What follows belongs to an exercise in optimizing a design on an open flow for small area and a short achievable clock period; a production flow would make more cautious choices.
Only simulation tests tie the RTL to the original design; equivalence was not proved.
Power is estimated from default activity; no workload was simulated.

==> v31: inputs <==
## efi_dot_product_accum_top
module efi_dot_product_accum_top (
   input  logic         clk0,
   input  logic         aclr0,
   input  logic         ena,
   input  logic         in_valid,
   input  logic         in_first,
   input  logic         in_last,
   input  logic [63:0]  ax,
   input  logic [63:0]  ay,
   output logic         out_valid,
   output logic [47:0]  result,
   output logic         out_overflow
);
export LEC_CHECK = 0
export ABC_AREA = 1
export CAP_MARGIN = 20
export CORE_MARGIN = 2
export CORE_UTILIZATION = 40
export SLEW_MARGIN = 20
export SYNTH_HIERARCHICAL = 1
create_clock -name core_clock -period 7.5 [get_ports {clk0}]
run.sh (not shown) runs the stock make flow with config.mk's settings and CLKGATE_MAP_FILE= SYNTH_SCRIPT=/design/flow/synth_recipe.tcl, a recipe that flattens the netlist after the stock synthesis.
==> v8: changes against v31 <==
--- a/flow/config.mk
+++ b/flow/config.mk
@@ -11,2 +11,3 @@
 export CORE_UTILIZATION = 40
+export SETUP_SLACK_MARGIN = 4.0
 export SLEW_MARGIN = 20
==> results_dict.tcl <==
set metrics [dict create \
    max_slew_margin_pct 21.24 \
    vdd_drop_max_uv 225.2 \
    grt_pass1_vias 33610 \
    cp_cell_sequence "inv_1 > o21ai_2 > o22ai_1 > xor2_1 > fa_1 > fa_1 > fa_1" \
    seq_power_mw 6.55 \
    drt_wl_total_mm 157.8 \
    areaGrowthSynthToFinish_pct 12.37 \
    crit_required_ns 7.90 \
    grt_max_degree 139 \
    clkCellAreaFrac_pct 4.732 \
    min_period_over_period_pct 58.09 \
    status "no timing/DRC/antenna violations" \
    dpl.cell_count 5721 \
    clkbuf_count 81 \
    first_pass_iters 6 \
]
[end of results for v31]
==> results_dict.tcl <==
set metrics [dict create \
    multi_input_area_um2 26530 \
    vdd_drop_max_uv 293.5 \
    grt_pass1_vias 34100 \
    multi_input_comb_cells 3129 \
    areaGrowthSynthToFinish_pct 16.04 \
    r2r_slack_ns 3.97 \
    cp_cell_sequence "inv_1 > nor2_1 > xor2_2 > fa_1 > fa_1 > fa_1" \
    clkbuf_count 82 \
    grt_max_degree 71 \
    crit_required_ns 7.89 \
    synthTopCellsByCount "nand2_1, fa_1, xor2_1, o22ai_1, edfxtp_1" \
    seq_power_mw 6.47 \
    clkCellAreaFrac_pct 4.433 \
    status "no timing/DRC/antenna violations" \
    dpl.cell_count 5727 \
]
[end of results for v8]

========
==> inputs of zinc <==
efi_dot_product_accum_top, a different RTL version from the one above (not shown whole).
Settings: LEC_CHECK=0, ABC_AREA=1, CAP_MARGIN=20, CORE_MARGIN=2, CORE_UTILIZATION=40, CTS_BUF_LIST=sky130_fd_sc_hd__clkbuf_8, CTS_CLUSTER_DIAMETER=100, CTS_CLUSTER_SIZE=14, SETUP_SLACK_MARGIN=3.85, SLEW_MARGIN=20, SYNTH_HIERARCHICAL=1, TNS_END_PERCENT=10; clock period 7.5 ns.
standard.sh (not shown) runs the stock make flow with config.mk's settings and CLKGATE_MAP_FILE= SYNTH_SCRIPT=/design/flow/synth_recipe.tcl, a recipe that flattens the netlist after the stock synthesis.
==> flow/flow/run.sh <==
#!/bin/bash
# The standard layout (the standard.sh, unchanged synthesis), with the
# port buffers that placement inserts made plain buf_2 cells instead of the
# delay buffers buffer_ports picks by default.
set -euo pipefail
export BUFFER_PORTS_ARGS="-buffer_cell sky130_fd_sc_hd__buf_2"
bash standard.sh > standard.log 2>&1
==> delta (differences from zinc) <==
- CORE_UTILIZATION: 40 -> 55
- TNS_END_PERCENT: 10 -> default
==> notes.md <==
Result of the run: delta no timing/DRC/antenna violations; zinc no timing/DRC/antenna violations
Seq area share: delta 0.373; zinc 0.369
# Post-CTS Setup Buffers: delta 2; zinc 0
Non-clock buffer share: delta 0.0279; zinc 0.0274
Number of buffers created by CTS: delta 46; zinc 47
Final period utilization: delta 0.471; zinc 0.453
Final Instance Count excl. Fillers: delta 4651; zinc 5012
Number of global-route vias before repair: delta 29650; zinc 28661
Max-Slew Margin vs Limit: delta 0.196; zinc 0.226
Multi-input gate share of total cell area: delta 0.531; zinc 0.525
Number of well taps: delta 1040; zinc 1403
Fin worst setup slack: delta 3960 ps; zinc 4100 ps
Relative area of clock buffers and inverters in the final design: delta 0.0170; zinc 0.0175
Post-layout power: delta 22.2 mW; zinc 22.4 mW

[separate check: timing with driven ports]
Ports are ideal in the flow. The routed layouts listed here were re-timed in OpenROAD.
Step 1 sets driving cells, clkbuf_16 on the clock port and buf_2 on the other inputs (assumed; they add their load-dependent delay and slew).
Step 2, shift: input delay + t, output delay - t, t = (earliest + latest rising clock arrival at the registers) / 2. This alone moves slack from input paths to output paths.
Three values: ideal, step 1, step 2; two values: the first two.
| run | t (ns) | slack for setup (ns) | clock arrival spread, ns |
|---|---|---|---|
| v31 | 0.721 | 3.144 / 3.144 / 3.144 | 0.036 / 0.036 |
| v8 | 0.714 | 3.970 / 3.970 / 3.503 | 0.035 / 0.034 |
| zinc | 0.790 | 4.101 / 4.101 / 3.823 | 0.023 / 0.023 |
| delta | 0.760 | 3.965 / 3.965 / 3.665 | 0.047 / 0.047 |
After both steps setup and hold are still met in every run listed. The setup slack of v8, which loses most, moves by 0.000 ns with the drivers and by -0.467 ns with both steps.
